What follows belongs to an exercise in optimizing a design on an open flow for small area and a short achievable clock period; a production flow would make more cautious choices. At most, simulation tests tie the RTL to the original design; equivalence was not proved. For run 2, only the layout was checked, not whether the RTL still works.

==> flow/design.v, too long to show whole: its modules and the start of the top module <==
// module bfp_product_array: 528 lines
// module bfp_adder_tree: 225 lines
// module fp_normalize: 247 lines
// module bfp_dot_product: 60 lines
module bfp_dot_product (
    input  logic                    i_clk,
    input  logic                    i_reset_n,
    input  logic                    i_valid,
    input  logic [(8 + 16 * (3 + 1))-1:0] i_act,
    input  logic [(8 + 16 * (3 + 1))-1:0] i_weight,
    output logic                    o_valid,
    output logic [(1 + 8 + 23)-1:0]        o_result
);
  // ...
==> flow/flow/run.sh <==
#!/bin/bash
# Own layout flow: the standard ORFS flow, with these changes in how the layout is made:
#  - the port buffers are sky130_fd_sc_hd__buf_1 cells (buffer_ports picks a delay cell otherwise);
#  - synthesis skips the generic ABC pass inside Yosys's synth (SYNTH_ARGS=-noabc), so the
#    full adders are extracted from the design's own gates (fewer inverters); the script
#    is still synth_recipe.tcl, so registers keep their names and cell types;
#  - timing repair aims for extra setup slack (SETUP_SLACK_MARGIN), only on the worst endpoints.
# The clock period and constraints are the standard flow's, unchanged.
set -euo pipefail
export BUFFER_PORTS_ARGS="-buffer_cell sky130_fd_sc_hd__buf_1"
export SYNTH_ARGS="-noabc"
export SETUP_SLACK_MARGIN=6.9
export TNS_END_PERCENT=${TNS:-5}
export ABC_AREA=1
bash standard.sh > standard.log 2>&1
==> flow/standard.sh <==
#!/bin/bash
# synth_recipe.tcl (not shown) runs the flow's synth.tcl, then flattens the netlist and writes it again
# the make line also repeats each setting of config.mk as NAME=value (left out here)
make -C /OpenROAD-flow-scripts/flow DESIGN_CONFIG=/design/flow/config.mk WORK_HOME=/design/flow/orfs CLKGATE_MAP_FILE= SYNTH_SCRIPT=/design/flow/synth_recipe.tcl "${@:-finish}"
==> flow/config.mk <==
export PLATFORM = sky130hd
export DESIGN_NAME = bfp_dot_product
export DESIGN_NICKNAME = bfp_dot_product
export VERILOG_FILES = /design/flow/design.v
export SDC_FILE = /design/flow/constraint.sdc
export NUM_CORES = 4
export LEC_CHECK = 0
export CAP_MARGIN = 20
export CORE_MARGIN = 2
export CORE_UTILIZATION = 40
export SLEW_MARGIN = 20
==> flow/constraint.sdc <==
create_clock -name core_clock -period 10.5 [get_ports {i_clk}]
set_input_delay 2.1000 -clock core_clock [delete_from_list [all_inputs] [get_ports {i_clk}]]
set_output_delay 2.1000 -clock core_clock [all_outputs]
set_load 0.01 [all_outputs]
==> impl_metrics.ini, run 1 <==
[layout]
dominant-cell-class = multi-input combinational cells
fin_util_pct = 48.3
inverters = 238
n_fill_cell = 2955
drive_above_1_share_pct = 9.95

[sta]
fin_ws_ns = 6.99
setup_violations = 0
slew_viol_final = 0
hold_violations = 0
skew_ns = 0.0159

[synthesis]
yosysMostFrequentCell = nand2_1
syn_inst = 1411
yosys.area_share.simple_pct = 22.3
netlist_area_mm2 = 0.0122
yosysTopAreaCell = fa_1
ys_seq_elements = 150

[routing]
wl_met1_um = 12700
vias_per_cell = 4.65
wl_met2_um = 16000
dr.pass1.iters = 5
ant_nets = 0

[placed_design]
place_inst = 1956
hpwl_um = 26900

[setup_path]
crit_family = adder cells
reg2reg_to = s2_cut[5]
crit_chain = buf_1, inv_1, or2_4, nand2_8, nor2_1, fa_1, fa_1
cpMaxStageDelayCell = fa_1
r2r_slack_ns = 7.07
regToRegStartpoint = bfp_product_array_inst.o_r[12]
critPathBufInv = 2
end_kind = flip-flop

[clock_network]
h-tree-depth = 4
cts_root_buffer = clkbuf_16

[status]
status = timing/DRC/antenna clean

[grt]
use_met3_pct = 3.11
busiest_layer = met2

[floorplan]
tap_cells = 390
core_area_mm2 = 0.0298

[flow_run]
cap_violations = 0

[min_path]
worstHoldPathType = reg2reg
==> module bfp_adder_tree, before the edit <==
module bfp_adder_tree (
    input  logic [89:0] i_r,
    output logic [16:0] o_cut
);
    wire bs1, bc2;
    assign bs1 = i_r[2] ^ i_r[3] ^ i_r[4];
    assign bc2 = (i_r[2] & i_r[3]) | (i_r[2] & i_r[4]) | (i_r[3] & i_r[4]);
    wire bs3, bc4;
    assign bs3 = i_r[5] ^ i_r[6] ^ i_r[7];
    assign bc4 = (i_r[5] & i_r[6]) | (i_r[5] & i_r[7]) | (i_r[6] & i_r[7]);
    wire bs5, bc6;
    assign bs5 = i_r[8] ^ i_r[9] ^ i_r[10];
    assign bc6 = (i_r[8] & i_r[9]) | (i_r[8] & i_r[10]) | (i_r[9] & i_r[10]);
    wire bs7, bc8;
    assign bs7 = bs1 ^ bs3 ^ bs5;
    assign bc8 = (bs1 & bs3) | (bs1 & bs5) | (bs3 & bs5);
    wire bs9, bc10;
    assign bs9 = i_r[11] ^ i_r[12] ^ i_r[13];
    assign bc10 = (i_r[11] & i_r[12]) | (i_r[11] & i_r[13]) | (i_r[12] & i_r[13]);
    wire bs11, bc12;
    assign bs11 = i_r[14] ^ i_r[15] ^ i_r[16];
    assign bc12 = (i_r[14] & i_r[15]) | (i_r[14] & i_r[16]) | (i_r[15] & i_r[16]);
    wire bs13, bc14;
    assign bs13 = i_r[17] ^ i_r[18] ^ i_r[19];
    assign bc14 = (i_r[17] & i_r[18]) | (i_r[17] & i_r[19]) | (i_r[18] & i_r[19]);
    wire bs15, bc16;
    assign bs15 = i_r[20] ^ i_r[21] ^ i_r[22];
    assign bc16 = (i_r[20] & i_r[21]) | (i_r[20] & i_r[22]) | (i_r[21] & i_r[22]);
    wire bs17, bc18;
    assign bs17 = i_r[23] ^ i_r[24] ^ i_r[25];
    assign bc18 = (i_r[23] & i_r[24]) | (i_r[23] & i_r[25]) | (i_r[24] & i_r[25]);
    wire bs19, bc20;
    assign bs19 = i_r[26] ^ i_r[27] ^ bc2;
    assign bc20 = (i_r[26] & i_r[27]) | (i_r[26] & bc2) | (i_r[27] & bc2);
    wire bs21, bc22;
    assign bs21 = bc4 ^ bc6 ^ bs9;
    assign bc22 = (bc4 & bc6) | (bc4 & bs9) | (bc6 & bs9);
    wire bs23, bc24;
    assign bs23 = bs11 ^ bs13 ^ bs15;
    assign bc24 = (bs11 & bs13) | (bs11 & bs15) | (bs13 & bs15);
    wire bs25, bc26;
    assign bs25 = bs17 ^ bc8 ^ bs19;
    assign bc26 = (bs17 & bc8) | (bs17 & bs19) | (bc8 & bs19);
    wire bs27, bc28;
    assign bs27 = bs21 ^ bs23 ^ bs25;
    assign bc28 = (bs21 & bs23) | (bs21 & bs25) | (bs23 & bs25);
    wire bs29, bc30;
    assign bs29 = i_r[28] ^ i_r[29] ^ i_r[30];
    assign bc30 = (i_r[28] & i_r[29]) | (i_r[28] & i_r[30]) | (i_r[29] & i_r[30]);
    wire bs31, bc32;
    assign bs31 = i_r[31] ^ i_r[32] ^ i_r[33];
    assign bc32 = (i_r[31] & i_r[32]) | (i_r[31] & i_r[33]) | (i_r[32] & i_r[33]);
    wire bs33, bc34;
    assign bs33 = i_r[34] ^ i_r[35] ^ i_r[36];
    assign bc34 = (i_r[34] & i_r[35]) | (i_r[34] & i_r[36]) | (i_r[35] & i_r[36]);
    wire bs35, bc36;
    assign bs35 = i_r[37] ^ i_r[38] ^ i_r[39];
    assign bc36 = (i_r[37] & i_r[38]) | (i_r[37] & i_r[39]) | (i_r[38] & i_r[39]);
    wire bs37, bc38;
    assign bs37 = i_r[40] ^ i_r[41] ^ i_r[42];
    assign bc38 = (i_r[40] & i_r[41]) | (i_r[40] & i_r[42]) | (i_r[41] & i_r[42]);
    wire bs39, bc40;
    assign bs39 = i_r[43] ^ i_r[44] ^ i_r[45];
    assign bc40 = (i_r[43] & i_r[44]) | (i_r[43] & i_r[45]) | (i_r[44] & i_r[45]);
    wire bs41, bc42;
    assign bs41 = i_r[46] ^ i_r[47] ^ i_r[48];
    assign bc42 = (i_r[46] & i_r[47]) | (i_r[46] & i_r[48]) | (i_r[47] & i_r[48]);
    wire bs43, bc44;
    assign bs43 = bc10 ^ bc12 ^ bc14;
    assign bc44 = (bc10 & bc12) | (bc10 & bc14) | (bc12 & bc14);
    wire bs45, bc46;
    assign bs45 = bc16 ^ bc18 ^ bs29;
    assign bc46 = (bc16 & bc18) | (bc16 & bs29) | (bc18 & bs29);
    wire bs47, bc48;
    assign bs47 = bs31 ^ bs33 ^ bs35;
    assign bc48 = (bs31 & bs33) | (bs31 & bs35) | (bs33 & bs35);
    wire bs49, bc50;
    assign bs49 = bs37 ^ bs39 ^ bs41;
    assign bc50 = (bs37 & bs39) | (bs37 & bs41) | (bs39 & bs41);
    wire bs51, bc52;
    assign bs51 = bc20 ^ bc22 ^ bc24;
    assign bc52 = (bc20 & bc22) | (bc20 & bc24) | (bc22 & bc24);
    wire bs53, bc54;
    assign bs53 = bs43 ^ bs45 ^ bs47;
    assign bc54 = (bs43 & bs45) | (bs43 & bs47) | (bs45 & bs47);
    wire bs55, bc56;
    assign bs55 = bs49 ^ bc26 ^ bs51;
    assign bc56 = (bs49 & bc26) | (bs49 & bs51) | (bc26 & bs51);
    wire bs57, bc58;
    assign bs57 = bs53 ^ bc28 ^ bs55;
    assign bc58 = (bs53 & bc28) | (bs53 & bs55) | (bc28 & bs55);
    wire bs59, bc60;
    assign bs59 = i_r[49] ^ i_r[50] ^ i_r[51];
    assign bc60 = (i_r[49] & i_r[50]) | (i_r[49] & i_r[51]) | (i_r[50] & i_r[51]);
    wire bs61, bc62;
    assign bs61 = i_r[52] ^ i_r[53] ^ i_r[54];
    assign bc62 = (i_r[52] & i_r[53]) | (i_r[52] & i_r[54]) | (i_r[53] & i_r[54]);
    wire bs63, bc64;
    assign bs63 = i_r[55] ^ i_r[56] ^ i_r[57];
    assign bc64 = (i_r[55] & i_r[56]) | (i_r[55] & i_r[57]) | (i_r[56] & i_r[57]);
    wire bs65, bc66;
    assign bs65 = i_r[58] ^ i_r[59] ^ i_r[60];
    assign bc66 = (i_r[58] & i_r[59]) | (i_r[58] & i_r[60]) | (i_r[59] & i_r[60]);
    wire bs67, bc68;
    assign bs67 = i_r[61] ^ i_r[62] ^ i_r[63];
    assign bc68 = (i_r[61] & i_r[62]) | (i_r[61] & i_r[63]) | (i_r[62] & i_r[63]);
    wire bs69, bc70;
    assign bs69 = i_r[64] ^ bc30 ^ bc32;
    assign bc70 = (i_r[64] & bc30) | (i_r[64] & bc32) | (bc30 & bc32);
    wire bs71, bc72;
    assign bs71 = bc34 ^ bc36 ^ bc38;
    assign bc72 = (bc34 & bc36) | (bc34 & bc38) | (bc36 & bc38);
    wire bs73, bc74;
    assign bs73 = bc40 ^ bc42 ^ bs59;
    assign bc74 = (bc40 & bc42) | (bc40 & bs59) | (bc42 & bs59);
    wire bs75, bc76;
    assign bs75 = bs61 ^ bs63 ^ bs65;
    assign bc76 = (bs61 & bs63) | (bs61 & bs65) | (bs63 & bs65);
    wire bs77, bc78;
    assign bs77 = bs67 ^ bc44 ^ bc46;
    assign bc78 = (bs67 & bc44) | (bs67 & bc46) | (bc44 & bc46);
    wire bs79, bc80;
    assign bs79 = bc48 ^ bc50 ^ bs69;
    assign bc80 = (bc48 & bc50) | (bc48 & bs69) | (bc50 & bs69);
    wire bs81, bc82;
    assign bs81 = bs71 ^ bs73 ^ bs75;
    assign bc82 = (bs71 & bs73) | (bs71 & bs75) | (bs73 & bs75);
    wire bs83, bc84;
    assign bs83 = bc52 ^ bs77 ^ bs79;
    assign bc84 = (bc52 & bs77) | (bc52 & bs79) | (bs77 & bs79);
    wire bs85, bc86;
    assign bs85 = bc54 ^ bs81 ^ bc56;
    assign bc86 = (bc54 & bs81) | (bc54 & bc56) | (bs81 & bc56);
    wire bs87, bc88;
    assign bs87 = bs83 ^ bc58 ^ bs85;
    assign bc88 = (bs83 & bc58) | (bs83 & bs85) | (bc58 & bs85);
    wire bs89, bc90;
    assign bs89 = i_r[65] ^ i_r[66] ^ i_r[67];
    assign bc90 = (i_r[65] & i_r[66]) | (i_r[65] & i_r[67]) | (i_r[66] & i_r[67]);
    wire bs91, bc92;
    assign bs91 = i_r[68] ^ i_r[69] ^ i_r[70];
    assign bc92 = (i_r[68] & i_r[69]) | (i_r[68] & i_r[70]) | (i_r[69] & i_r[70]);
    wire bs93, bc94;
    assign bs93 = i_r[71] ^ i_r[72] ^ i_r[73];
    assign bc94 = (i_r[71] & i_r[72]) | (i_r[71] & i_r[73]) | (i_r[72] & i_r[73]);
    wire bs95, bc96;
    assign bs95 = bc60 ^ bc62 ^ bc64;
    assign bc96 = (bc60 & bc62) | (bc60 & bc64) | (bc62 & bc64);
    wire bs97, bc98;
    assign bs97 = bc66 ^ bc68 ^ bs89;
    assign bc98 = (bc66 & bc68) | (bc66 & bs89) | (bc68 & bs89);
    wire bs99, bc100;
    assign bs99 = bs91 ^ bs93 ^ bc70;
    assign bc100 = (bs91 & bs93) | (bs91 & bc70) | (bs93 & bc70);
    wire bs101, bc102;
    assign bs101 = bc72 ^ bc74 ^ bc76;
    assign bc102 = (bc72 & bc74) | (bc72 & bc76) | (bc74 & bc76);
    wire bs103, bc104;
    assign bs103 = bs95 ^ bs97 ^ bc78;
    assign bc104 = (bs95 & bs97) | (bs95 & bc78) | (bs97 & bc78);
    wire bs105, bc106;
    assign bs105 = bc80 ^ bs99 ^ bs101;
    assign bc106 = (bc80 & bs99) | (bc80 & bs101) | (bs99 & bs101);
    wire bs107, bc108;
    assign bs107 = bc82 ^ bc84 ^ bs103;
    assign bc108 = (bc82 & bc84) | (bc82 & bs103) | (bc84 & bs103);
    wire bs109, bc110;
    assign bs109 = bs105 ^ bc86 ^ bs107;
    assign bc110 = (bs105 & bc86) | (bs105 & bs107) | (bc86 & bs107);
    wire bs111, bc112;
    assign bs111 = i_r[74] ^ i_r[75] ^ i_r[76];
    assign bc112 = (i_r[74] & i_r[75]) | (i_r[74] & i_r[76]) | (i_r[75] & i_r[76]);
    wire bs113, bc114;
    assign bs113 = i_r[77] ^ i_r[78] ^ i_r[79];
    assign bc114 = (i_r[77] & i_r[78]) | (i_r[77] & i_r[79]) | (i_r[78] & i_r[79]);
    wire bs115, bc116;
    assign bs115 = i_r[80] ^ i_r[81] ^ bc90;
    assign bc116 = (i_r[80] & i_r[81]) | (i_r[80] & bc90) | (i_r[81] & bc90);
    wire bs117, bc118;
    assign bs117 = bc92 ^ bc94 ^ bs111;
    assign bc118 = (bc92 & bc94) | (bc92 & bs111) | (bc94 & bs111);
    wire bs119, bc120;
    assign bs119 = bs113 ^ bc96 ^ bc98;
    assign bc120 = (bs113 & bc96) | (bs113 & bc98) | (bc96 & bc98);
    wire bs121, bc122;
    assign bs121 = bs115 ^ bs117 ^ bc100;
    assign bc122 = (bs115 & bs117) | (bs115 & bc100) | (bs117 & bc100);
    wire bs123, bc124;
    assign bs123 = bc102 ^ bs119 ^ bc104;
    assign bc124 = (bc102 & bs119) | (bc102 & bc104) | (bs119 & bc104);
    wire bs125, bc126;
    assign bs125 = bs121 ^ bc106 ^ bc108;
    assign bc126 = (bs121 & bc106) | (bs121 & bc108) | (bc106 & bc108);
    wire bs127, bc128;
    assign bs127 = i_r[82] ^ i_r[83] ^ i_r[84];
    assign bc128 = (i_r[82] & i_r[83]) | (i_r[82] & i_r[84]) | (i_r[83] & i_r[84]);
    wire bs129, bc130;
    assign bs129 = i_r[85] ^ i_r[86] ^ i_r[87];
    assign bc130 = (i_r[85] & i_r[86]) | (i_r[85] & i_r[87]) | (i_r[86] & i_r[87]);
    wire bs131, bc132;
    assign bs131 = bc112 ^ bc114 ^ bs127;
    assign bc132 = (bc112 & bc114) | (bc112 & bs127) | (bc114 & bs127);
    wire bs133, bc134;
    assign bs133 = bs129 ^ bc116 ^ bc118;
    assign bc134 = (bs129 & bc116) | (bs129 & bc118) | (bc116 & bc118);
    wire bs135, bc136;
    assign bs135 = bs131 ^ bc120 ^ bs133;
    assign bc136 = (bs131 & bc120) | (bs131 & bs133) | (bc120 & bs133);
    wire bs137, bc138;
    assign bs137 = bc122 ^ bs135 ^ bc124;
    assign bc138 = (bc122 & bs135) | (bc122 & bc124) | (bs135 & bc124);
    wire bs139, bc140;
    assign bs139 = i_r[88] ^ i_r[89] ^ bc128;
    assign bc140 = (i_r[88] & i_r[89]) | (i_r[88] & bc128) | (i_r[89] & bc128);
    wire bs141, bc142;
    assign bs141 = bc130 ^ bc132 ^ bs139;
    assign bc142 = (bc130 & bc132) | (bc130 & bs139) | (bc132 & bs139);
    wire bs143, bc144;
    assign bs143 = bc134 ^ bs141 ^ bc136;
    assign bc144 = (bc134 & bs141) | (bc134 & bc136) | (bs141 & bc136);
    wire bs145, bc146;
    assign bs145 = bc140 ^ bc142 ^ bc144;
    assign bc146 = (bc140 & bc142) | (bc140 & bc144) | (bc142 & bc144);
    assign o_cut = {bc146, bs145, bs143, bc138, bs137, bc126, bs125, bc110, bs123, bs109, bc88, bs87, bs57, bs27, bs7, i_r[1], i_r[0]};
endmodule
==> module fp_normalize, before the edit <==
module fp_normalize (
    input  logic [16:0] i_cut,
    input  logic [9:0]  i_e0,
    output logic [20:0] o_res
);
    logic [10:0] x, y;
    logic [10:0] pos, negv;
    logic        neg;
    logic [9:0]  mag;
    logic [9:0]  lz;           
    logic [3:0]  p;
    logic [8:0]  frac;
    logic [9:0]  flmask, ovmask;
    logic [7:0]  e;
    logic        zero, flush, ovf;
    wire cs1, cc2;
    assign cs1 = i_cut[8] ^ i_cut[9];
    assign cc2 = i_cut[8] & i_cut[9];
    wire cs3, cc4;
    assign cs3 = i_cut[11] ^ i_cut[12];
    assign cc4 = i_cut[11] & i_cut[12];
    wire cs5, cc6;
    assign cs5 = i_cut[13] ^ i_cut[14];
    assign cc6 = i_cut[13] & i_cut[14];
    assign x = {i_cut[16], i_cut[15], cs5, cs3, cs1, i_cut[6], i_cut[5], i_cut[4], i_cut[3], i_cut[2], i_cut[0]};
    assign y = {1'b0, cc6, cc4, cc2, i_cut[10], i_cut[7], 1'b0, 1'b0, 1'b0, 1'b0, i_cut[1]};
    logic [10:0] g0, p0, cy;
    assign g0 = x & y;
    assign p0 = x ^ y;
    logic [10:0] g1, p1;
    assign g1[0] = g0[0];
    assign p1[0] = p0[0];
    assign g1[1] = g0[1] | (p0[1] & g0[0]);
    assign p1[1] = p0[1] & p0[0];
    assign g1[2] = g0[2] | (p0[2] & g0[1]);
    assign p1[2] = p0[2] & p0[1];
    assign g1[3] = g0[3] | (p0[3] & g0[2]);
    assign p1[3] = p0[3] & p0[2];
    assign g1[4] = g0[4] | (p0[4] & g0[3]);
    assign p1[4] = p0[4] & p0[3];
    assign g1[5] = g0[5] | (p0[5] & g0[4]);
    assign p1[5] = p0[5] & p0[4];
    assign g1[6] = g0[6] | (p0[6] & g0[5]);
    assign p1[6] = p0[6] & p0[5];
    assign g1[7] = g0[7] | (p0[7] & g0[6]);
    assign p1[7] = p0[7] & p0[6];
    assign g1[8] = g0[8] | (p0[8] & g0[7]);
    assign p1[8] = p0[8] & p0[7];
    assign g1[9] = g0[9] | (p0[9] & g0[8]);
    assign p1[9] = p0[9] & p0[8];
    assign g1[10] = g0[10] | (p0[10] & g0[9]);
    assign p1[10] = p0[10] & p0[9];
    logic [10:0] g2, p2;
    assign g2[0] = g1[0];
    assign p2[0] = p1[0];
    assign g2[1] = g1[1];
    assign p2[1] = p1[1];
    assign g2[2] = g1[2] | (p1[2] & g1[0]);
    assign p2[2] = p1[2] & p1[0];
    assign g2[3] = g1[3] | (p1[3] & g1[1]);
    assign p2[3] = p1[3] & p1[1];
    assign g2[4] = g1[4] | (p1[4] & g1[2]);
    assign p2[4] = p1[4] & p1[2];
    assign g2[5] = g1[5] | (p1[5] & g1[3]);
    assign p2[5] = p1[5] & p1[3];
    assign g2[6] = g1[6] | (p1[6] & g1[4]);
    assign p2[6] = p1[6] & p1[4];
    assign g2[7] = g1[7] | (p1[7] & g1[5]);
    assign p2[7] = p1[7] & p1[5];
    assign g2[8] = g1[8] | (p1[8] & g1[6]);
    assign p2[8] = p1[8] & p1[6];
    assign g2[9] = g1[9] | (p1[9] & g1[7]);
    assign p2[9] = p1[9] & p1[7];
    assign g2[10] = g1[10] | (p1[10] & g1[8]);
    assign p2[10] = p1[10] & p1[8];
    logic [10:0] g3, p3;
    assign g3[0] = g2[0];
    assign p3[0] = p2[0];
    assign g3[1] = g2[1];
    assign p3[1] = p2[1];
    assign g3[2] = g2[2];
    assign p3[2] = p2[2];
    assign g3[3] = g2[3];
    assign p3[3] = p2[3];
    assign g3[4] = g2[4] | (p2[4] & g2[0]);
    assign p3[4] = p2[4] & p2[0];
    assign g3[5] = g2[5] | (p2[5] & g2[1]);
    assign p3[5] = p2[5] & p2[1];
    assign g3[6] = g2[6] | (p2[6] & g2[2]);
    assign p3[6] = p2[6] & p2[2];
    assign g3[7] = g2[7] | (p2[7] & g2[3]);
    assign p3[7] = p2[7] & p2[3];
    assign g3[8] = g2[8] | (p2[8] & g2[4]);
    assign p3[8] = p2[8] & p2[4];
    assign g3[9] = g2[9] | (p2[9] & g2[5]);
    assign p3[9] = p2[9] & p2[5];
    assign g3[10] = g2[10] | (p2[10] & g2[6]);
    assign p3[10] = p2[10] & p2[6];
    logic [10:0] g4, p4;
    assign g4[0] = g3[0];
    assign p4[0] = p3[0];
    assign g4[1] = g3[1];
    assign p4[1] = p3[1];
    assign g4[2] = g3[2];
    assign p4[2] = p3[2];
    assign g4[3] = g3[3];
    assign p4[3] = p3[3];
    assign g4[4] = g3[4];
    assign p4[4] = p3[4];
    assign g4[5] = g3[5];
    assign p4[5] = p3[5];
    assign g4[6] = g3[6];
    assign p4[6] = p3[6];
    assign g4[7] = g3[7];
    assign p4[7] = p3[7];
    assign g4[8] = g3[8] | (p3[8] & g3[0]);
    assign p4[8] = p3[8] & p3[0];
    assign g4[9] = g3[9] | (p3[9] & g3[1]);
    assign p4[9] = p3[9] & p3[1];
    assign g4[10] = g3[10] | (p3[10] & g3[2]);
    assign p4[10] = p3[10] & p3[2];
    assign cy  = {g4[9:0], 1'b0};
    assign pos = p0 ^ cy;
    logic [9:0] zt, lowz;
    assign zt = p0[9:0] ^ {g0[8:0] | p0[8:0], 1'b0};
    always_comb begin
        lowz[0] = 1'b1;
        for (int i = 1; i < 10; i++) lowz[i] = lowz[i-1] & ~zt[i-1];
    end
    assign negv = {1'b0, pos[9:0] ^ ~lowz};
    assign neg  = ~pos[10];
    logic [9:0] lzp, lzn;
    always_comb begin
        for (int k = 0; k < 10; k++) begin
            lzp[k] = pos[k];
            lzn[k] = negv[k];
            for (int j = k + 1; j < 10; j++) begin
                lzp[k] = lzp[k] & ~pos[j];
                lzn[k] = lzn[k] & ~negv[j];
            end
        end
    end
    assign mag = neg ? negv[9:0] : pos[9:0];
    assign lz  = neg ? lzn : lzp;
    always_comb begin
        frac = '0;
        for (int k = 1; k < 10; k++)
            for (int j = 0; j < k; j++)
                frac[8-j] = frac[8-j] | (lz[k] & mag[k-1-j]);
    end
    always_comb begin
        p = '0;
        for (int k = 0; k < 10; k++) p = p | ({4{lz[k]}} & 4'(k));
    end
    logic ge255, near255, le0;
    logic [4:0] elo;
    logic [3:0] ehi1;
    assign ge255   = ~i_e0[9] & (i_e0[8] | (&i_e0[7:0]));
    assign near255 = ~i_e0[9] & ~i_e0[8] & (&i_e0[7:4]);        
    assign le0     = i_e0[9] | ~|i_e0;
    logic [4:0] elok [10];
    assign flmask[0] = le0 & (i_e0[9] ? 1'b1 : 1'b1);
    assign ovmask[0] = ge255 | (near255 & ((i_e0[3:0] == 4'd15)));
    assign flmask[1] = le0 & (i_e0[9] ? 1'b1 : 1'b0);
    assign ovmask[1] = ge255 | (near255 & ((i_e0[3:0] == 4'd14) | (i_e0[3:0] == 4'd15)));
    assign flmask[2] = le0 & (i_e0[9] ? ((i_e0[2:0] == 3'd0) | (i_e0[2:0] == 3'd1) | (i_e0[2:0] == 3'd2) | (i_e0[2:0] == 3'd3) | (i_e0[2:0] == 3'd4) | (i_e0[2:0] == 3'd5) | (i_e0[2:0] == 3'd6)) : 1'b0);
    assign ovmask[2] = ge255 | (near255 & ((i_e0[3:0] == 4'd13) | (i_e0[3:0] == 4'd14) | (i_e0[3:0] == 4'd15)));
    assign flmask[3] = le0 & (i_e0[9] ? ((i_e0[2:0] == 3'd0) | (i_e0[2:0] == 3'd1) | (i_e0[2:0] == 3'd2) | (i_e0[2:0] == 3'd3) | (i_e0[2:0] == 3'd4) | (i_e0[2:0] == 3'd5)) : 1'b0);
    assign ovmask[3] = ge255 | (near255 & ((i_e0[3:0] == 4'd12) | (i_e0[3:0] == 4'd13) | (i_e0[3:0] == 4'd14) | (i_e0[3:0] == 4'd15)));
    assign flmask[4] = le0 & (i_e0[9] ? ((i_e0[2:0] == 3'd0) | (i_e0[2:0] == 3'd1) | (i_e0[2:0] == 3'd2) | (i_e0[2:0] == 3'd3) | (i_e0[2:0] == 3'd4)) : 1'b0);
    assign ovmask[4] = ge255 | (near255 & ((i_e0[3:0] == 4'd11) | (i_e0[3:0] == 4'd12) | (i_e0[3:0] == 4'd13) | (i_e0[3:0] == 4'd14) | (i_e0[3:0] == 4'd15)));
    assign flmask[5] = le0 & (i_e0[9] ? ((i_e0[2:0] == 3'd0) | (i_e0[2:0] == 3'd1) | (i_e0[2:0] == 3'd2) | (i_e0[2:0] == 3'd3)) : 1'b0);
    assign ovmask[5] = ge255 | (near255 & ((i_e0[3:0] == 4'd10) | (i_e0[3:0] == 4'd11) | (i_e0[3:0] == 4'd12) | (i_e0[3:0] == 4'd13) | (i_e0[3:0] == 4'd14) | (i_e0[3:0] == 4'd15)));
    assign flmask[6] = le0 & (i_e0[9] ? ((i_e0[2:0] == 3'd0) | (i_e0[2:0] == 3'd1) | (i_e0[2:0] == 3'd2)) : 1'b0);
    assign ovmask[6] = ge255 | (near255 & ((i_e0[3:0] == 4'd9) | (i_e0[3:0] == 4'd10) | (i_e0[3:0] == 4'd11) | (i_e0[3:0] == 4'd12) | (i_e0[3:0] == 4'd13) | (i_e0[3:0] == 4'd14) | (i_e0[3:0] == 4'd15)));
    assign flmask[7] = le0 & (i_e0[9] ? ((i_e0[2:0] == 3'd0) | (i_e0[2:0] == 3'd1)) : 1'b0);
    assign ovmask[7] = ge255 | (near255 & ((i_e0[3:0] == 4'd8) | (i_e0[3:0] == 4'd9) | (i_e0[3:0] == 4'd10) | (i_e0[3:0] == 4'd11) | (i_e0[3:0] == 4'd12) | (i_e0[3:0] == 4'd13) | (i_e0[3:0] == 4'd14) | (i_e0[3:0] == 4'd15)));
    assign flmask[8] = le0 & (i_e0[9] ? ((i_e0[2:0] == 3'd0)) : 1'b0);
    assign ovmask[8] = ge255 | (near255 & ((i_e0[3:0] == 4'd7) | (i_e0[3:0] == 4'd8) | (i_e0[3:0] == 4'd9) | (i_e0[3:0] == 4'd10) | (i_e0[3:0] == 4'd11) | (i_e0[3:0] == 4'd12) | (i_e0[3:0] == 4'd13) | (i_e0[3:0] == 4'd14) | (i_e0[3:0] == 4'd15)));
    assign flmask[9] = le0 & (i_e0[9] ? 1'b0 : 1'b0);
    assign ovmask[9] = ge255 | (near255 & ((i_e0[3:0] == 4'd6) | (i_e0[3:0] == 4'd7) | (i_e0[3:0] == 4'd8) | (i_e0[3:0] == 4'd9) | (i_e0[3:0] == 4'd10) | (i_e0[3:0] == 4'd11) | (i_e0[3:0] == 4'd12) | (i_e0[3:0] == 4'd13) | (i_e0[3:0] == 4'd14) | (i_e0[3:0] == 4'd15)));
    assign elok[0][0] = ((i_e0[3:0] == 4'd1) | (i_e0[3:0] == 4'd3) | (i_e0[3:0] == 4'd5) | (i_e0[3:0] == 4'd7) | (i_e0[3:0] == 4'd9) | (i_e0[3:0] == 4'd11) | (i_e0[3:0] == 4'd13) | (i_e0[3:0] == 4'd15));
    assign elok[0][1] = ((i_e0[3:0] == 4'd2) | (i_e0[3:0] == 4'd3) | (i_e0[3:0] == 4'd6) | (i_e0[3:0] == 4'd7) | (i_e0[3:0] == 4'd10) | (i_e0[3:0] == 4'd11) | (i_e0[3:0] == 4'd14) | (i_e0[3:0] == 4'd15));
    assign elok[0][2] = ((i_e0[3:0] == 4'd4) | (i_e0[3:0] == 4'd5) | (i_e0[3:0] == 4'd6) | (i_e0[3:0] == 4'd7) | (i_e0[3:0] == 4'd12) | (i_e0[3:0] == 4'd13) | (i_e0[3:0] == 4'd14) | (i_e0[3:0] == 4'd15));
    assign elok[0][3] = ((i_e0[3:0] == 4'd8) | (i_e0[3:0] == 4'd9) | (i_e0[3:0] == 4'd10) | (i_e0[3:0] == 4'd11) | (i_e0[3:0] == 4'd12) | (i_e0[3:0] == 4'd13) | (i_e0[3:0] == 4'd14) | (i_e0[3:0] == 4'd15));
    assign elok[0][4] = 1'b0;
    assign elok[1][0] = ((i_e0[3:0] == 4'd0) | (i_e0[3:0] == 4'd2) | (i_e0[3:0] == 4'd4) | (i_e0[3:0] == 4'd6) | (i_e0[3:0] == 4'd8) | (i_e0[3:0] == 4'd10) | (i_e0[3:0] == 4'd12) | (i_e0[3:0] == 4'd14));
    assign elok[1][1] = ((i_e0[3:0] == 4'd1) | (i_e0[3:0] == 4'd2) | (i_e0[3:0] == 4'd5) | (i_e0[3:0] == 4'd6) | (i_e0[3:0] == 4'd9) | (i_e0[3:0] == 4'd10) | (i_e0[3:0] == 4'd13) | (i_e0[3:0] == 4'd14));
    assign elok[1][2] = ((i_e0[3:0] == 4'd3) | (i_e0[3:0] == 4'd4) | (i_e0[3:0] == 4'd5) | (i_e0[3:0] == 4'd6) | (i_e0[3:0] == 4'd11) | (i_e0[3:0] == 4'd12) | (i_e0[3:0] == 4'd13) | (i_e0[3:0] == 4'd14));
    assign elok[1][3] = ((i_e0[3:0] == 4'd7) | (i_e0[3:0] == 4'd8) | (i_e0[3:0] == 4'd9) | (i_e0[3:0] == 4'd10) | (i_e0[3:0] == 4'd11) | (i_e0[3:0] == 4'd12) | (i_e0[3:0] == 4'd13) | (i_e0[3:0] == 4'd14));
    assign elok[1][4] = ((i_e0[3:0] == 4'd15));
    assign elok[2][0] = ((i_e0[3:0] == 4'd1) | (i_e0[3:0] == 4'd3) | (i_e0[3:0] == 4'd5) | (i_e0[3:0] == 4'd7) | (i_e0[3:0] == 4'd9) | (i_e0[3:0] == 4'd11) | (i_e0[3:0] == 4'd13) | (i_e0[3:0] == 4'd15));
    assign elok[2][1] = ((i_e0[3:0] == 4'd0) | (i_e0[3:0] == 4'd1) | (i_e0[3:0] == 4'd4) | (i_e0[3:0] == 4'd5) | (i_e0[3:0] == 4'd8) | (i_e0[3:0] == 4'd9) | (i_e0[3:0] == 4'd12) | (i_e0[3:0] == 4'd13));
    assign elok[2][2] = ((i_e0[3:0] == 4'd2) | (i_e0[3:0] == 4'd3) | (i_e0[3:0] == 4'd4) | (i_e0[3:0] == 4'd5) | (i_e0[3:0] == 4'd10) | (i_e0[3:0] == 4'd11) | (i_e0[3:0] == 4'd12) | (i_e0[3:0] == 4'd13));
    assign elok[2][3] = ((i_e0[3:0] == 4'd6) | (i_e0[3:0] == 4'd7) | (i_e0[3:0] == 4'd8) | (i_e0[3:0] == 4'd9) | (i_e0[3:0] == 4'd10) | (i_e0[3:0] == 4'd11) | (i_e0[3:0] == 4'd12) | (i_e0[3:0] == 4'd13));
    assign elok[2][4] = ((i_e0[3:0] == 4'd14) | (i_e0[3:0] == 4'd15));
    assign elok[3][0] = ((i_e0[3:0] == 4'd0) | (i_e0[3:0] == 4'd2) | (i_e0[3:0] == 4'd4) | (i_e0[3:0] == 4'd6) | (i_e0[3:0] == 4'd8) | (i_e0[3:0] == 4'd10) | (i_e0[3:0] == 4'd12) | (i_e0[3:0] == 4'd14));
    assign elok[3][1] = ((i_e0[3:0] == 4'd0) | (i_e0[3:0] == 4'd3) | (i_e0[3:0] == 4'd4) | (i_e0[3:0] == 4'd7) | (i_e0[3:0] == 4'd8) | (i_e0[3:0] == 4'd11) | (i_e0[3:0] == 4'd12) | (i_e0[3:0] == 4'd15));
    assign elok[3][2] = ((i_e0[3:0] == 4'd1) | (i_e0[3:0] == 4'd2) | (i_e0[3:0] == 4'd3) | (i_e0[3:0] == 4'd4) | (i_e0[3:0] == 4'd9) | (i_e0[3:0] == 4'd10) | (i_e0[3:0] == 4'd11) | (i_e0[3:0] == 4'd12));
    assign elok[3][3] = ((i_e0[3:0] == 4'd5) | (i_e0[3:0] == 4'd6) | (i_e0[3:0] == 4'd7) | (i_e0[3:0] == 4'd8) | (i_e0[3:0] == 4'd9) | (i_e0[3:0] == 4'd10) | (i_e0[3:0] == 4'd11) | (i_e0[3:0] == 4'd12));
    assign elok[3][4] = ((i_e0[3:0] == 4'd13) | (i_e0[3:0] == 4'd14) | (i_e0[3:0] == 4'd15));
    assign elok[4][0] = ((i_e0[3:0] == 4'd1) | (i_e0[3:0] == 4'd3) | (i_e0[3:0] == 4'd5) | (i_e0[3:0] == 4'd7) | (i_e0[3:0] == 4'd9) | (i_e0[3:0] == 4'd11) | (i_e0[3:0] == 4'd13) | (i_e0[3:0] == 4'd15));
    assign elok[4][1] = ((i_e0[3:0] == 4'd2) | (i_e0[3:0] == 4'd3) | (i_e0[3:0] == 4'd6) | (i_e0[3:0] == 4'd7) | (i_e0[3:0] == 4'd10) | (i_e0[3:0] == 4'd11) | (i_e0[3:0] == 4'd14) | (i_e0[3:0] == 4'd15));
    assign elok[4][2] = ((i_e0[3:0] == 4'd0) | (i_e0[3:0] == 4'd1) | (i_e0[3:0] == 4'd2) | (i_e0[3:0] == 4'd3) | (i_e0[3:0] == 4'd8) | (i_e0[3:0] == 4'd9) | (i_e0[3:0] == 4'd10) | (i_e0[3:0] == 4'd11));
    assign elok[4][3] = ((i_e0[3:0] == 4'd4) | (i_e0[3:0] == 4'd5) | (i_e0[3:0] == 4'd6) | (i_e0[3:0] == 4'd7) | (i_e0[3:0] == 4'd8) | (i_e0[3:0] == 4'd9) | (i_e0[3:0] == 4'd10) | (i_e0[3:0] == 4'd11));
    assign elok[4][4] = ((i_e0[3:0] == 4'd12) | (i_e0[3:0] == 4'd13) | (i_e0[3:0] == 4'd14) | (i_e0[3:0] == 4'd15));
    assign elok[5][0] = ((i_e0[3:0] == 4'd0) | (i_e0[3:0] == 4'd2) | (i_e0[3:0] == 4'd4) | (i_e0[3:0] == 4'd6) | (i_e0[3:0] == 4'd8) | (i_e0[3:0] == 4'd10) | (i_e0[3:0] == 4'd12) | (i_e0[3:0] == 4'd14));
    assign elok[5][1] = ((i_e0[3:0] == 4'd1) | (i_e0[3:0] == 4'd2) | (i_e0[3:0] == 4'd5) | (i_e0[3:0] == 4'd6) | (i_e0[3:0] == 4'd9) | (i_e0[3:0] == 4'd10) | (i_e0[3:0] == 4'd13) | (i_e0[3:0] == 4'd14));
    assign elok[5][2] = ((i_e0[3:0] == 4'd0) | (i_e0[3:0] == 4'd1) | (i_e0[3:0] == 4'd2) | (i_e0[3:0] == 4'd7) | (i_e0[3:0] == 4'd8) | (i_e0[3:0] == 4'd9) | (i_e0[3:0] == 4'd10) | (i_e0[3:0] == 4'd15));
    assign elok[5][3] = ((i_e0[3:0] == 4'd3) | (i_e0[3:0] == 4'd4) | (i_e0[3:0] == 4'd5) | (i_e0[3:0] == 4'd6) | (i_e0[3:0] == 4'd7) | (i_e0[3:0] == 4'd8) | (i_e0[3:0] == 4'd9) | (i_e0[3:0] == 4'd10));
    assign elok[5][4] = ((i_e0[3:0] == 4'd11) | (i_e0[3:0] == 4'd12) | (i_e0[3:0] == 4'd13) | (i_e0[3:0] == 4'd14) | (i_e0[3:0] == 4'd15));
    assign elok[6][0] = ((i_e0[3:0] == 4'd1) | (i_e0[3:0] == 4'd3) | (i_e0[3:0] == 4'd5) | (i_e0[3:0] == 4'd7) | (i_e0[3:0] == 4'd9) | (i_e0[3:0] == 4'd11) | (i_e0[3:0] == 4'd13) | (i_e0[3:0] == 4'd15));
    assign elok[6][1] = ((i_e0[3:0] == 4'd0) | (i_e0[3:0] == 4'd1) | (i_e0[3:0] == 4'd4) | (i_e0[3:0] == 4'd5) | (i_e0[3:0] == 4'd8) | (i_e0[3:0] == 4'd9) | (i_e0[3:0] == 4'd12) | (i_e0[3:0] == 4'd13));
    assign elok[6][2] = ((i_e0[3:0] == 4'd0) | (i_e0[3:0] == 4'd1) | (i_e0[3:0] == 4'd6) | (i_e0[3:0] == 4'd7) | (i_e0[3:0] == 4'd8) | (i_e0[3:0] == 4'd9) | (i_e0[3:0] == 4'd14) | (i_e0[3:0] == 4'd15));
    assign elok[6][3] = ((i_e0[3:0] == 4'd2) | (i_e0[3:0] == 4'd3) | (i_e0[3:0] == 4'd4) | (i_e0[3:0] == 4'd5) | (i_e0[3:0] == 4'd6) | (i_e0[3:0] == 4'd7) | (i_e0[3:0] == 4'd8) | (i_e0[3:0] == 4'd9));
    assign elok[6][4] = ((i_e0[3:0] == 4'd10) | (i_e0[3:0] == 4'd11) | (i_e0[3:0] == 4'd12) | (i_e0[3:0] == 4'd13) | (i_e0[3:0] == 4'd14) | (i_e0[3:0] == 4'd15));
    assign elok[7][0] = ((i_e0[3:0] == 4'd0) | (i_e0[3:0] == 4'd2) | (i_e0[3:0] == 4'd4) | (i_e0[3:0] == 4'd6) | (i_e0[3:0] == 4'd8) | (i_e0[3:0] == 4'd10) | (i_e0[3:0] == 4'd12) | (i_e0[3:0] == 4'd14));
    assign elok[7][1] = ((i_e0[3:0] == 4'd0) | (i_e0[3:0] == 4'd3) | (i_e0[3:0] == 4'd4) | (i_e0[3:0] == 4'd7) | (i_e0[3:0] == 4'd8) | (i_e0[3:0] == 4'd11) | (i_e0[3:0] == 4'd12) | (i_e0[3:0] == 4'd15));
    assign elok[7][2] = ((i_e0[3:0] == 4'd0) | (i_e0[3:0] == 4'd5) | (i_e0[3:0] == 4'd6) | (i_e0[3:0] == 4'd7) | (i_e0[3:0] == 4'd8) | (i_e0[3:0] == 4'd13) | (i_e0[3:0] == 4'd14) | (i_e0[3:0] == 4'd15));
    assign elok[7][3] = ((i_e0[3:0] == 4'd1) | (i_e0[3:0] == 4'd2) | (i_e0[3:0] == 4'd3) | (i_e0[3:0] == 4'd4) | (i_e0[3:0] == 4'd5) | (i_e0[3:0] == 4'd6) | (i_e0[3:0] == 4'd7) | (i_e0[3:0] == 4'd8));
    assign elok[7][4] = ((i_e0[3:0] == 4'd9) | (i_e0[3:0] == 4'd10) | (i_e0[3:0] == 4'd11) | (i_e0[3:0] == 4'd12) | (i_e0[3:0] == 4'd13) | (i_e0[3:0] == 4'd14) | (i_e0[3:0] == 4'd15));
    assign elok[8][0] = ((i_e0[3:0] == 4'd1) | (i_e0[3:0] == 4'd3) | (i_e0[3:0] == 4'd5) | (i_e0[3:0] == 4'd7) | (i_e0[3:0] == 4'd9) | (i_e0[3:0] == 4'd11) | (i_e0[3:0] == 4'd13) | (i_e0[3:0] == 4'd15));
    assign elok[8][1] = ((i_e0[3:0] == 4'd2) | (i_e0[3:0] == 4'd3) | (i_e0[3:0] == 4'd6) | (i_e0[3:0] == 4'd7) | (i_e0[3:0] == 4'd10) | (i_e0[3:0] == 4'd11) | (i_e0[3:0] == 4'd14) | (i_e0[3:0] == 4'd15));
    assign elok[8][2] = ((i_e0[3:0] == 4'd4) | (i_e0[3:0] == 4'd5) | (i_e0[3:0] == 4'd6) | (i_e0[3:0] == 4'd7) | (i_e0[3:0] == 4'd12) | (i_e0[3:0] == 4'd13) | (i_e0[3:0] == 4'd14) | (i_e0[3:0] == 4'd15));
    assign elok[8][3] = ((i_e0[3:0] == 4'd0) | (i_e0[3:0] == 4'd1) | (i_e0[3:0] == 4'd2) | (i_e0[3:0] == 4'd3) | (i_e0[3:0] == 4'd4) | (i_e0[3:0] == 4'd5) | (i_e0[3:0] == 4'd6) | (i_e0[3:0] == 4'd7));
    assign elok[8][4] = ((i_e0[3:0] == 4'd8) | (i_e0[3:0] == 4'd9) | (i_e0[3:0] == 4'd10) | (i_e0[3:0] == 4'd11) | (i_e0[3:0] == 4'd12) | (i_e0[3:0] == 4'd13) | (i_e0[3:0] == 4'd14) | (i_e0[3:0] == 4'd15));
    assign elok[9][0] = ((i_e0[3:0] == 4'd0) | (i_e0[3:0] == 4'd2) | (i_e0[3:0] == 4'd4) | (i_e0[3:0] == 4'd6) | (i_e0[3:0] == 4'd8) | (i_e0[3:0] == 4'd10) | (i_e0[3:0] == 4'd12) | (i_e0[3:0] == 4'd14));
    assign elok[9][1] = ((i_e0[3:0] == 4'd1) | (i_e0[3:0] == 4'd2) | (i_e0[3:0] == 4'd5) | (i_e0[3:0] == 4'd6) | (i_e0[3:0] == 4'd9) | (i_e0[3:0] == 4'd10) | (i_e0[3:0] == 4'd13) | (i_e0[3:0] == 4'd14));
    assign elok[9][2] = ((i_e0[3:0] == 4'd3) | (i_e0[3:0] == 4'd4) | (i_e0[3:0] == 4'd5) | (i_e0[3:0] == 4'd6) | (i_e0[3:0] == 4'd11) | (i_e0[3:0] == 4'd12) | (i_e0[3:0] == 4'd13) | (i_e0[3:0] == 4'd14));
    assign elok[9][3] = ((i_e0[3:0] == 4'd0) | (i_e0[3:0] == 4'd1) | (i_e0[3:0] == 4'd2) | (i_e0[3:0] == 4'd3) | (i_e0[3:0] == 4'd4) | (i_e0[3:0] == 4'd5) | (i_e0[3:0] == 4'd6) | (i_e0[3:0] == 4'd15));
    assign elok[9][4] = ((i_e0[3:0] == 4'd7) | (i_e0[3:0] == 4'd8) | (i_e0[3:0] == 4'd9) | (i_e0[3:0] == 4'd10) | (i_e0[3:0] == 4'd11) | (i_e0[3:0] == 4'd12) | (i_e0[3:0] == 4'd13) | (i_e0[3:0] == 4'd14) | (i_e0[3:0] == 4'd15));
    assign ehi1[0] = ((i_e0[7:4] == 4'd0) | (i_e0[7:4] == 4'd2) | (i_e0[7:4] == 4'd4) | (i_e0[7:4] == 4'd6) | (i_e0[7:4] == 4'd8) | (i_e0[7:4] == 4'd10) | (i_e0[7:4] == 4'd12) | (i_e0[7:4] == 4'd14));
    assign ehi1[1] = ((i_e0[7:4] == 4'd1) | (i_e0[7:4] == 4'd2) | (i_e0[7:4] == 4'd5) | (i_e0[7:4] == 4'd6) | (i_e0[7:4] == 4'd9) | (i_e0[7:4] == 4'd10) | (i_e0[7:4] == 4'd13) | (i_e0[7:4] == 4'd14));
    assign ehi1[2] = ((i_e0[7:4] == 4'd3) | (i_e0[7:4] == 4'd4) | (i_e0[7:4] == 4'd5) | (i_e0[7:4] == 4'd6) | (i_e0[7:4] == 4'd11) | (i_e0[7:4] == 4'd12) | (i_e0[7:4] == 4'd13) | (i_e0[7:4] == 4'd14));
    assign ehi1[3] = ((i_e0[7:4] == 4'd7) | (i_e0[7:4] == 4'd8) | (i_e0[7:4] == 4'd9) | (i_e0[7:4] == 4'd10) | (i_e0[7:4] == 4'd11) | (i_e0[7:4] == 4'd12) | (i_e0[7:4] == 4'd13) | (i_e0[7:4] == 4'd14));
    always_comb begin
        elo = '0;
        for (int k = 0; k < 10; k++) elo = elo | ({5{lz[k]}} & elok[k]);
    end
    assign e     = {elo[4] ? ehi1 : i_e0[7:4], elo[3:0]};
    assign zero  = ~|lz;
    assign flush = |(lz & flmask);
    assign ovf   = |(lz & ovmask);
    always_comb begin
        o_res = {zero | flush, zero | flush | ovf, ovf, neg, e, frac};
    end
endmodule
==> inputs of run 2 (changes only) <==
--- a/flow/design.v
+++ b/flow/design.v
@@ -533,7 +533,7 @@
 `default_nettype none
 module bfp_adder_tree (
     input  logic [89:0] i_r,
-    output logic [16:0] o_cut
+    output logic [21:0] o_cut
 );
     wire bs1, bc2;
     assign bs1 = i_r[2] ^ i_r[3] ^ i_r[4];
@@ -665,102 +665,87 @@
     assign bs85 = bc54 ^ bs81 ^ bc56;
     assign bc86 = (bc54 & bs81) | (bc54 & bc56) | (bs81 & bc56);
     wire bs87, bc88;
-    assign bs87 = bs83 ^ bc58 ^ bs85;
-    assign bc88 = (bs83 & bc58) | (bs83 & bs85) | (bc58 & bs85);
+    assign bs87 = i_r[65] ^ i_r[66] ^ i_r[67];
+    assign bc88 = (i_r[65] & i_r[66]) | (i_r[65] & i_r[67]) | (i_r[66] & i_r[67]);
     wire bs89, bc90;
-    assign bs89 = i_r[65] ^ i_r[66] ^ i_r[67];
-    assign bc90 = (i_r[65] & i_r[66]) | (i_r[65] & i_r[67]) | (i_r[66] & i_r[67]);
+    assign bs89 = i_r[68] ^ i_r[69] ^ i_r[70];
+    assign bc90 = (i_r[68] & i_r[69]) | (i_r[68] & i_r[70]) | (i_r[69] & i_r[70]);
     wire bs91, bc92;
-    assign bs91 = i_r[68] ^ i_r[69] ^ i_r[70];
-    assign bc92 = (i_r[68] & i_r[69]) | (i_r[68] & i_r[70]) | (i_r[69] & i_r[70]);
+    assign bs91 = i_r[71] ^ i_r[72] ^ i_r[73];
+    assign bc92 = (i_r[71] & i_r[72]) | (i_r[71] & i_r[73]) | (i_r[72] & i_r[73]);
     wire bs93, bc94;
-    assign bs93 = i_r[71] ^ i_r[72] ^ i_r[73];
-    assign bc94 = (i_r[71] & i_r[72]) | (i_r[71] & i_r[73]) | (i_r[72] & i_r[73]);
+    assign bs93 = bc60 ^ bc62 ^ bc64;
+    assign bc94 = (bc60 & bc62) | (bc60 & bc64) | (bc62 & bc64);
     wire bs95, bc96;
-    assign bs95 = bc60 ^ bc62 ^ bc64;
-    assign bc96 = (bc60 & bc62) | (bc60 & bc64) | (bc62 & bc64);
+    assign bs95 = bc66 ^ bc68 ^ bs87;
+    assign bc96 = (bc66 & bc68) | (bc66 & bs87) | (bc68 & bs87);
     wire bs97, bc98;
-    assign bs97 = bc66 ^ bc68 ^ bs89;
-    assign bc98 = (bc66 & bc68) | (bc66 & bs89) | (bc68 & bs89);
+    assign bs97 = bs89 ^ bs91 ^ bc70;
+    assign bc98 = (bs89 & bs91) | (bs89 & bc70) | (bs91 & bc70);
     wire bs99, bc100;
-    assign bs99 = bs91 ^ bs93 ^ bc70;
-    assign bc100 = (bs91 & bs93) | (bs91 & bc70) | (bs93 & bc70);
+    assign bs99 = bc72 ^ bc74 ^ bc76;
+    assign bc100 = (bc72 & bc74) | (bc72 & bc76) | (bc74 & bc76);
     wire bs101, bc102;
-    assign bs101 = bc72 ^ bc74 ^ bc76;
-    assign bc102 = (bc72 & bc74) | (bc72 & bc76) | (bc74 & bc76);
+    assign bs101 = bs93 ^ bs95 ^ bc78;
+    assign bc102 = (bs93 & bs95) | (bs93 & bc78) | (bs95 & bc78);
     wire bs103, bc104;
-    assign bs103 = bs95 ^ bs97 ^ bc78;
-    assign bc104 = (bs95 & bs97) | (bs95 & bc78) | (bs97 & bc78);
+    assign bs103 = bc80 ^ bs97 ^ bs99;
+    assign bc104 = (bc80 & bs97) | (bc80 & bs99) | (bs97 & bs99);
     wire bs105, bc106;
-    assign bs105 = bc80 ^ bs99 ^ bs101;
-    assign bc106 = (bc80 & bs99) | (bc80 & bs101) | (bs99 & bs101);
+    assign bs105 = bc82 ^ bc84 ^ bs101;
+    assign bc106 = (bc82 & bc84) | (bc82 & bs101) | (bc84 & bs101);
     wire bs107, bc108;
-    assign bs107 = bc82 ^ bc84 ^ bs103;
-    assign bc108 = (bc82 & bc84) | (bc82 & bs103) | (bc84 & bs103);
+    assign bs107 = i_r[74] ^ i_r[75] ^ i_r[76];
+    assign bc108 = (i_r[74] & i_r[75]) | (i_r[74] & i_r[76]) | (i_r[75] & i_r[76]);
     wire bs109, bc110;
-    assign bs109 = bs105 ^ bc86 ^ bs107;
-    assign bc110 = (bs105 & bc86) | (bs105 & bs107) | (bc86 & bs107);
+    assign bs109 = i_r[77] ^ i_r[78] ^ i_r[79];
+    assign bc110 = (i_r[77] & i_r[78]) | (i_r[77] & i_r[79]) | (i_r[78] & i_r[79]);
     wire bs111, bc112;
-    assign bs111 = i_r[74] ^ i_r[75] ^ i_r[76];
-    assign bc112 = (i_r[74] & i_r[75]) | (i_r[74] & i_r[76]) | (i_r[75] & i_r[76]);
+    assign bs111 = i_r[80] ^ i_r[81] ^ bc88;
+    assign bc112 = (i_r[80] & i_r[81]) | (i_r[80] & bc88) | (i_r[81] & bc88);
     wire bs113, bc114;
-    assign bs113 = i_r[77] ^ i_r[78] ^ i_r[79];
-    assign bc114 = (i_r[77] & i_r[78]) | (i_r[77] & i_r[79]) | (i_r[78] & i_r[79]);
+    assign bs113 = bc90 ^ bc92 ^ bs107;
+    assign bc114 = (bc90 & bc92) | (bc90 & bs107) | (bc92 & bs107);
     wire bs115, bc116;
-    assign bs115 = i_r[80] ^ i_r[81] ^ bc90;
-    assign bc116 = (i_r[80] & i_r[81]) | (i_r[80] & bc90) | (i_r[81] & bc90);
+    assign bs115 = bs109 ^ bc94 ^ bc96;
+    assign bc116 = (bs109 & bc94) | (bs109 & bc96) | (bc94 & bc96);
     wire bs117, bc118;
-    assign bs117 = bc92 ^ bc94 ^ bs111;
-    assign bc118 = (bc92 & bc94) | (bc92 & bs111) | (bc94 & bs111);
+    assign bs117 = bs111 ^ bs113 ^ bc98;
+    assign bc118 = (bs111 & bs113) | (bs111 & bc98) | (bs113 & bc98);
     wire bs119, bc120;
-    assign bs119 = bs113 ^ bc96 ^ bc98;
-    assign bc120 = (bs113 & bc96) | (bs113 & bc98) | (bc96 & bc98);
+    assign bs119 = bc100 ^ bs115 ^ bc102;
+    assign bc120 = (bc100 & bs115) | (bc100 & bc102) | (bs115 & bc102);
     wire bs121, bc122;
-    assign bs121 = bs115 ^ bs117 ^ bc100;
-    assign bc122 = (bs115 & bs117) | (bs115 & bc100) | (bs117 & bc100);
+    assign bs121 = i_r[82] ^ i_r[83] ^ i_r[84];
+    assign bc122 = (i_r[82] & i_r[83]) | (i_r[82] & i_r[84]) | (i_r[83] & i_r[84]);
     wire bs123, bc124;
-    assign bs123 = bc102 ^ bs119 ^ bc104;
-    assign bc124 = (bc102 & bs119) | (bc102 & bc104) | (bs119 & bc104);
+    assign bs123 = i_r[85] ^ i_r[86] ^ i_r[87];
+    assign bc124 = (i_r[85] & i_r[86]) | (i_r[85] & i_r[87]) | (i_r[86] & i_r[87]);
     wire bs125, bc126;
-    assign bs125 = bs121 ^ bc106 ^ bc108;
-    assign bc126 = (bs121 & bc106) | (bs121 & bc108) | (bc106 & bc108);
+    assign bs125 = bc108 ^ bc110 ^ bs121;
+    assign bc126 = (bc108 & bc110) | (bc108 & bs121) | (bc110 & bs121);
     wire bs127, bc128;
-    assign bs127 = i_r[82] ^ i_r[83] ^ i_r[84];
-    assign bc128 = (i_r[82] & i_r[83]) | (i_r[82] & i_r[84]) | (i_r[83] & i_r[84]);
+    assign bs127 = bs123 ^ bc112 ^ bc114;
+    assign bc128 = (bs123 & bc112) | (bs123 & bc114) | (bc112 & bc114);
     wire bs129, bc130;
-    assign bs129 = i_r[85] ^ i_r[86] ^ i_r[87];
-    assign bc130 = (i_r[85] & i_r[86]) | (i_r[85] & i_r[87]) | (i_r[86] & i_r[87]);
+    assign bs129 = bs125 ^ bc116 ^ bs127;
+    assign bc130 = (bs125 & bc116) | (bs125 & bs127) | (bc116 & bs127);
     wire bs131, bc132;
-    assign bs131 = bc112 ^ bc114 ^ bs127;
-    assign bc132 = (bc112 & bc114) | (bc112 & bs127) | (bc114 & bs127);
+    assign bs131 = i_r[88] ^ i_r[89] ^ bc122;
+    assign bc132 = (i_r[88] & i_r[89]) | (i_r[88] & bc122) | (i_r[89] & bc122);
     wire bs133, bc134;
-    assign bs133 = bs129 ^ bc116 ^ bc118;
-    assign bc134 = (bs129 & bc116) | (bs129 & bc118) | (bc116 & bc118);
+    assign bs133 = bc124 ^ bc126 ^ bs131;
+    assign bc134 = (bc124 & bc126) | (bc124 & bs131) | (bc126 & bs131);
     wire bs135, bc136;
-    assign bs135 = bs131 ^ bc120 ^ bs133;
-    assign bc136 = (bs131 & bc120) | (bs131 & bs133) | (bc120 & bs133);
-    wire bs137, bc138;
-    assign bs137 = bc122 ^ bs135 ^ bc124;
-    assign bc138 = (bc122 & bs135) | (bc122 & bc124) | (bs135 & bc124);
-    wire bs139, bc140;
-    assign bs139 = i_r[88] ^ i_r[89] ^ bc128;
-    assign bc140 = (i_r[88] & i_r[89]) | (i_r[88] & bc128) | (i_r[89] & bc128);
-    wire bs141, bc142;
-    assign bs141 = bc130 ^ bc132 ^ bs139;
-    assign bc142 = (bc130 & bc132) | (bc130 & bs139) | (bc132 & bs139);
-    wire bs143, bc144;
-    assign bs143 = bc134 ^ bs141 ^ bc136;
-    assign bc144 = (bc134 & bs141) | (bc134 & bc136) | (bs141 & bc136);
-    wire bs145, bc146;
-    assign bs145 = bc140 ^ bc142 ^ bc144;
-    assign bc146 = (bc140 & bc142) | (bc140 & bc144) | (bc142 & bc144);
-    assign o_cut = {bc146, bs145, bs143, bc138, bs137, bc126, bs125, bc110, bs123, bs109, bc88, bs87, bs57, bs27, bs7, i_r[1], i_r[0]};
+    assign bs135 = bc128 ^ bs133 ^ bc130;
+    assign bc136 = (bc128 & bs133) | (bc128 & bc130) | (bs133 & bc130);
+    assign o_cut = {bc136, bc134, bc132, bs135, bc120, bs129, bc118, bs119, bc106, bc104, bs117, bs105, bc86, bs103, bs85, bc58, bs83, bs57, bs27, bs7, i_r[1], i_r[0]};
 endmodule
 `default_nettype wire
 `timescale 1ns/1ns
 `default_nettype none
 module fp_normalize (
-    input  logic [16:0] i_cut,
+    input  logic [21:0] i_cut,
     input  logic [9:0]  i_e0,
     output logic [20:0] o_res
 );
@@ -775,16 +760,31 @@
     logic [7:0]  e;
     logic        zero, flush, ovf;
     wire cs1, cc2;
-    assign cs1 = i_cut[8] ^ i_cut[9];
-    assign cc2 = i_cut[8] & i_cut[9];
+    assign cs1 = i_cut[11] ^ i_cut[12];
+    assign cc2 = i_cut[11] & i_cut[12];
     wire cs3, cc4;
-    assign cs3 = i_cut[11] ^ i_cut[12];
-    assign cc4 = i_cut[11] & i_cut[12];
+    assign cs3 = i_cut[15] ^ i_cut[16];
+    assign cc4 = i_cut[15] & i_cut[16];
     wire cs5, cc6;
-    assign cs5 = i_cut[13] ^ i_cut[14];
-    assign cc6 = i_cut[13] & i_cut[14];
-    assign x = {i_cut[16], i_cut[15], cs5, cs3, cs1, i_cut[6], i_cut[5], i_cut[4], i_cut[3], i_cut[2], i_cut[0]};
-    assign y = {1'b0, cc6, cc4, cc2, i_cut[10], i_cut[7], 1'b0, 1'b0, 1'b0, 1'b0, i_cut[1]};
+    assign cs5 = i_cut[5] ^ i_cut[6];
+    assign cc6 = i_cut[5] & i_cut[6];
+    wire cs7, cc8;
+    assign cs7 = i_cut[8] ^ i_cut[9] ^ i_cut[10];
+    assign cc8 = (i_cut[8] & i_cut[9]) | (i_cut[8] & i_cut[10]) | (i_cut[9] & i_cut[10]);
+    wire cs9, cc10;
+    assign cs9 = cs1 ^ i_cut[13] ^ i_cut[14];
+    assign cc10 = (cs1 & i_cut[13]) | (cs1 & i_cut[14]) | (i_cut[13] & i_cut[14]);
+    wire cs11, cc12;
+    assign cs11 = cs3 ^ i_cut[17] ^ cc2;
+    assign cc12 = (cs3 & i_cut[17]) | (cs3 & cc2) | (i_cut[17] & cc2);
+    wire cs13, cc14;
+    assign cs13 = i_cut[18] ^ cc4;
+    assign cc14 = i_cut[18] & cc4;
+    wire cs15, cc16;
+    assign cs15 = i_cut[19] ^ i_cut[20] ^ i_cut[21];
+    assign cc16 = (i_cut[19] & i_cut[20]) | (i_cut[19] & i_cut[21]) | (i_cut[20] & i_cut[21]);
+    assign x = {cc16, cs15, cs13, cs11, cs9, cs7, cs5, i_cut[4], i_cut[3], i_cut[2], i_cut[0]};
+    assign y = {1'b0, cc14, cc12, cc10, cc8, cc6, i_cut[7], 1'b0, 1'b0, 1'b0, i_cut[1]};
     logic [10:0] g0, p0, cy;
     assign g0 = x & y;
     assign p0 = x ^ y;
@@ -1021,8 +1021,8 @@
     logic        v1, v2;
     logic [89:0] s1_r;
     logic [8:0] s1_exp;
-    logic [16:0] cut;
-    logic [16:0] s2_cut;
+    logic [21:0] cut;
+    logic [21:0] s2_cut;
     logic [9:0]  s2_e0;
     logic [20:0] res;
     logic [20:0] s3_res;
--- a/flow/flow/run.sh
+++ b/flow/flow/run.sh
@@ -9,7 +9,7 @@
 set -euo pipefail
 export BUFFER_PORTS_ARGS="-buffer_cell sky130_fd_sc_hd__buf_1"
 export SYNTH_ARGS="-noabc"
-export SETUP_SLACK_MARGIN=6.9
+export SETUP_SLACK_MARGIN=7.0
 export TNS_END_PERCENT=${TNS:-5}
 export ABC_AREA=1
 bash standard.sh > standard.log 2>&1
==> impl_metrics.ini, run 2 <==
[status]
status = timing/DRC/antenna clean

[sta]
min_period_ns = 3.48
fmax_ghz = 0.288
slew_viol_final = 0
hold_violations = 0
setup_violations = 0
fin_ws_ns = 7.02
rsz0062_at_grt = true
max-slew-margin-rel_pct = 61.3
skew_ns = 0.0181
tightest_slew_ns = 0.580
setup-tns-final_ns = 0
min_period_over_period_pct = 33.1

[setup_path]
crit_cells = 7
end_kind = flip-flop
path_max_fanout = 8
rr_worst_depth = 22
crit_path_frequent_cell = fa_1
cp_data_required_time_ns = 10.79
cpMaxStageDelayCell = fa_1
worstPathArrival_ns = 3.76
crit_family = adder cells
critPathLaunchType = input port
critPathBufInv = 2
path_class = in2reg
crit_chain = buf_1, inv_1, or2_4, nand2_8, nor2_1, fa_1, fa_1
max_stage_delay_ns = 0.58

[clock_network]
clock_latency_ns = 0.44
cts_tree = built
clk_path_buf_depth = 2
cts_root_buffer = clkbuf_16
numCtsBuffers = 17
clk_pin_slew_worst_paths_ns = 0.07
cts_sinks = 155
postCtsHoldBufs = 0
h-tree-depth = 4

[synthesis]
avgSynthCellArea_um2 = 8.55
ys_seq_elements = 155
synth.distinct_cells = 51
synthTopCellsByArea = fa_1, dfxtp_1, nand2_1
synth.top_cells.by_count = nand2_1, inv_1, fa_1
netlist_area_mm2 = 0.0123
yosysMostFrequentCell = nand2_1
syn_inst = 1445
synth_edf_count = 0
ys_async_sr_fraction_pct = 1.94
yosysSeqAreaShare_pct = 25.3
yosysTopAreaCell = fa_1
synth_top_area_share_pct = 28.4
synth_flop_cell = dfxtp_1
ys_warn_count = 4

[placed_design]
hpwl_um = 27800
port_buffers = 165
dp_slack_ns = 6.57
gp_congestion = 0.870

[routing]
vias_per_cell = 4.72
first_iter_violations = 479
route.detailed.drc = 0
ant_nets = 0
vias = 9667
dr.pass1.iters = 5
wl_per_cell_um = 15.8
wl_um = 32300

[grt]
gr-total-overflow = 0
antenna_found_initial = 0
grtUsageTotal_pct = 20.3
grt_max_degree = 17
grt_pass1_vias = 9806
grt_pass1_wl_um = 50800

[layout]
areaGrowthSynthToFinish_pct = 20.4
drive_above_1_share_pct = 12.2
largest_register_ffs = 90
finalNetCount = 1997
largest_registers = bfp_product_array_inst.o_r (90), s2_cut (22), s3_res (21)
mostFrequentLayoutCell = nand2_1
diodes = 0
largest_register = bfp_product_array_inst.o_r
fin_util_pct = 48.7
layout_common_cells = nand2_1, inv_1, fa_1

[min_path]
whs_path_depth = 0
worstHoldPathType = reg2reg

[floorplan]
core_area_mm2 = 0.0305
die_w_um = 180
fp-row-count = 64
start_util_pct = 40.5
ioPinCount = 180
dieArea_mm2 = 0.0323
die_h_um = 180

[flow_run]
cap_violations = 0
-- run 2: cell count changes in the layout (fill, tap and decap cells not counted), moves of 6 or more --
cell	delta
o21ai_1	+9
nor2_1	+11
inv_1	-9
nand3_2	+6
a21oi_1	-7
buf_4	+20
inv_2	+6
-- run 2: layout make-up --
cell class	count	area, um2
clock buffers	18	439
clock inverters	14	173
fillers	2891	15600
inverters	236	903
multi-input cells	1042	8950
flip-flops and latches	155	3120
well taps	396	495
repair buffers	186	790
-- run 2: cells by family (layout without fill, tap and decap cells) --
group	after synthesis	after routing	share of synthesized area, %
fa+ha+maj	212	212	32.1
xor+xnor	116	116	8.29
flops	155	155	25.3
other cells	1	14	0.0304
simple gates	629	630	22.2
compound gates	70	70	3.54
buf+inv	262	454	8.62
-- run 2: path summary, 6_finish.rpt --
kind                                               start                        endpoint  slack [ns]
setup / recovery                            i_weight[47]  bfp_product_array_inst.o_r[12]        7.02
hold / removal             bfp_product_array_inst.o_r[1]                       s2_cut[1]        0.33
setup reg to reg                              s2_cut[15]                      s3_res[19]        7.12
hold reg to reg            bfp_product_array_inst.o_r[1]                       s2_cut[1]        0.33
max in group asynchronous                      i_reset_n                              v1        8.89
min in group asynchronous                      i_reset_n                              v2        1.46
-- run 2: through the flow --
step | std cells | instance area (um2) | hold WS (ns)
final | 2047 | 14900 | 0.330
after global routing | 2047 | 14900 | 0.335
after CTS | 2030 | 14600 | 0.333
after detailed placement | 1993 | 13900 | 0.315
after global placement | 1993 | 13900 | 0.313
after floorplan | 1458 | 13000 | 0.310
-- run 2: layer usage --
| metal | GRT usage (%) | vias to the layer above | share of wire (%) | routed length [um] |
|---|---|---|---|---|
| li1 | - | 4744 | - | - |
| met1 | 25.1 | 4585 | 42 | 13700 |
| met2 | 35.9 | 284 | 50 | 16300 |
| met3 | 2.65 | 54 | 3.6 | 1170 |
| met4 | 8.20 | 0 | 3.6 | 1170 |
| met5 | 0 | - | 0 | 0 |
-- run 2: timing repair --
item,in CTS,in global routing
setup endpoints to repair,16,20
buffers inserted,5,16
hold endpoints to repair,0,0
pin swaps,1,21
gates cloned,0,1
resized for setup,8,33
-- run 2: worst reg2reg max path: stages, from the launching register on --
cell     delay, ns
dfxtp_1       0.30
ha_1          0.30
fa_1          0.51
inv_1         0.08
ha_4          0.30
nand2_1       0.05
inv_1         0.10
nand4_1       0.15
nand2_1       0.13
nand2_2       0.07
nand2_4       0.10
inv_4         0.06
nand2_1       0.10
nand2_4       0.11
inv_4         0.13
nand3_1       0.13
nand2_4       0.18
buf_4         0.15
nor2_2        0.04
nand3_1       0.07
nor2_1        0.05
nor2_2        0.11
nand2_1       0.05

separate check: timing with driven ports:
In the flow no input, the clock included, has a driving cell. The finished layouts below were timed again as built, in two steps. Step 1 sets driving cells, clkbuf_16 on the clock port and buf_2 on the other inputs (assumed; they add their load-dependent delay and slew). Step 2 times the ports against the registers' clock, not the clock port: input delays grow and output delays shrink by t, the midpoint of the rising clock arrivals with the driver on. a / b / c = ideal / step 1 / step 2; a / b = the first two.
run | t (ns) | slack for setup (ns) | hold WS [ns]
run 1 | 0.464 | 6.991 / 7.012 / 6.549 | 0.327 / 0.327 / 0.327
run 2 | 0.474 | 7.023 / 7.045 / 6.572 | 0.330 / 0.330 / 0.330
After both steps setup and hold are still met in every run listed. The setup slack of run 2, which loses most, moves by +0.022 ns with the drivers and by -0.451 ns with both steps.
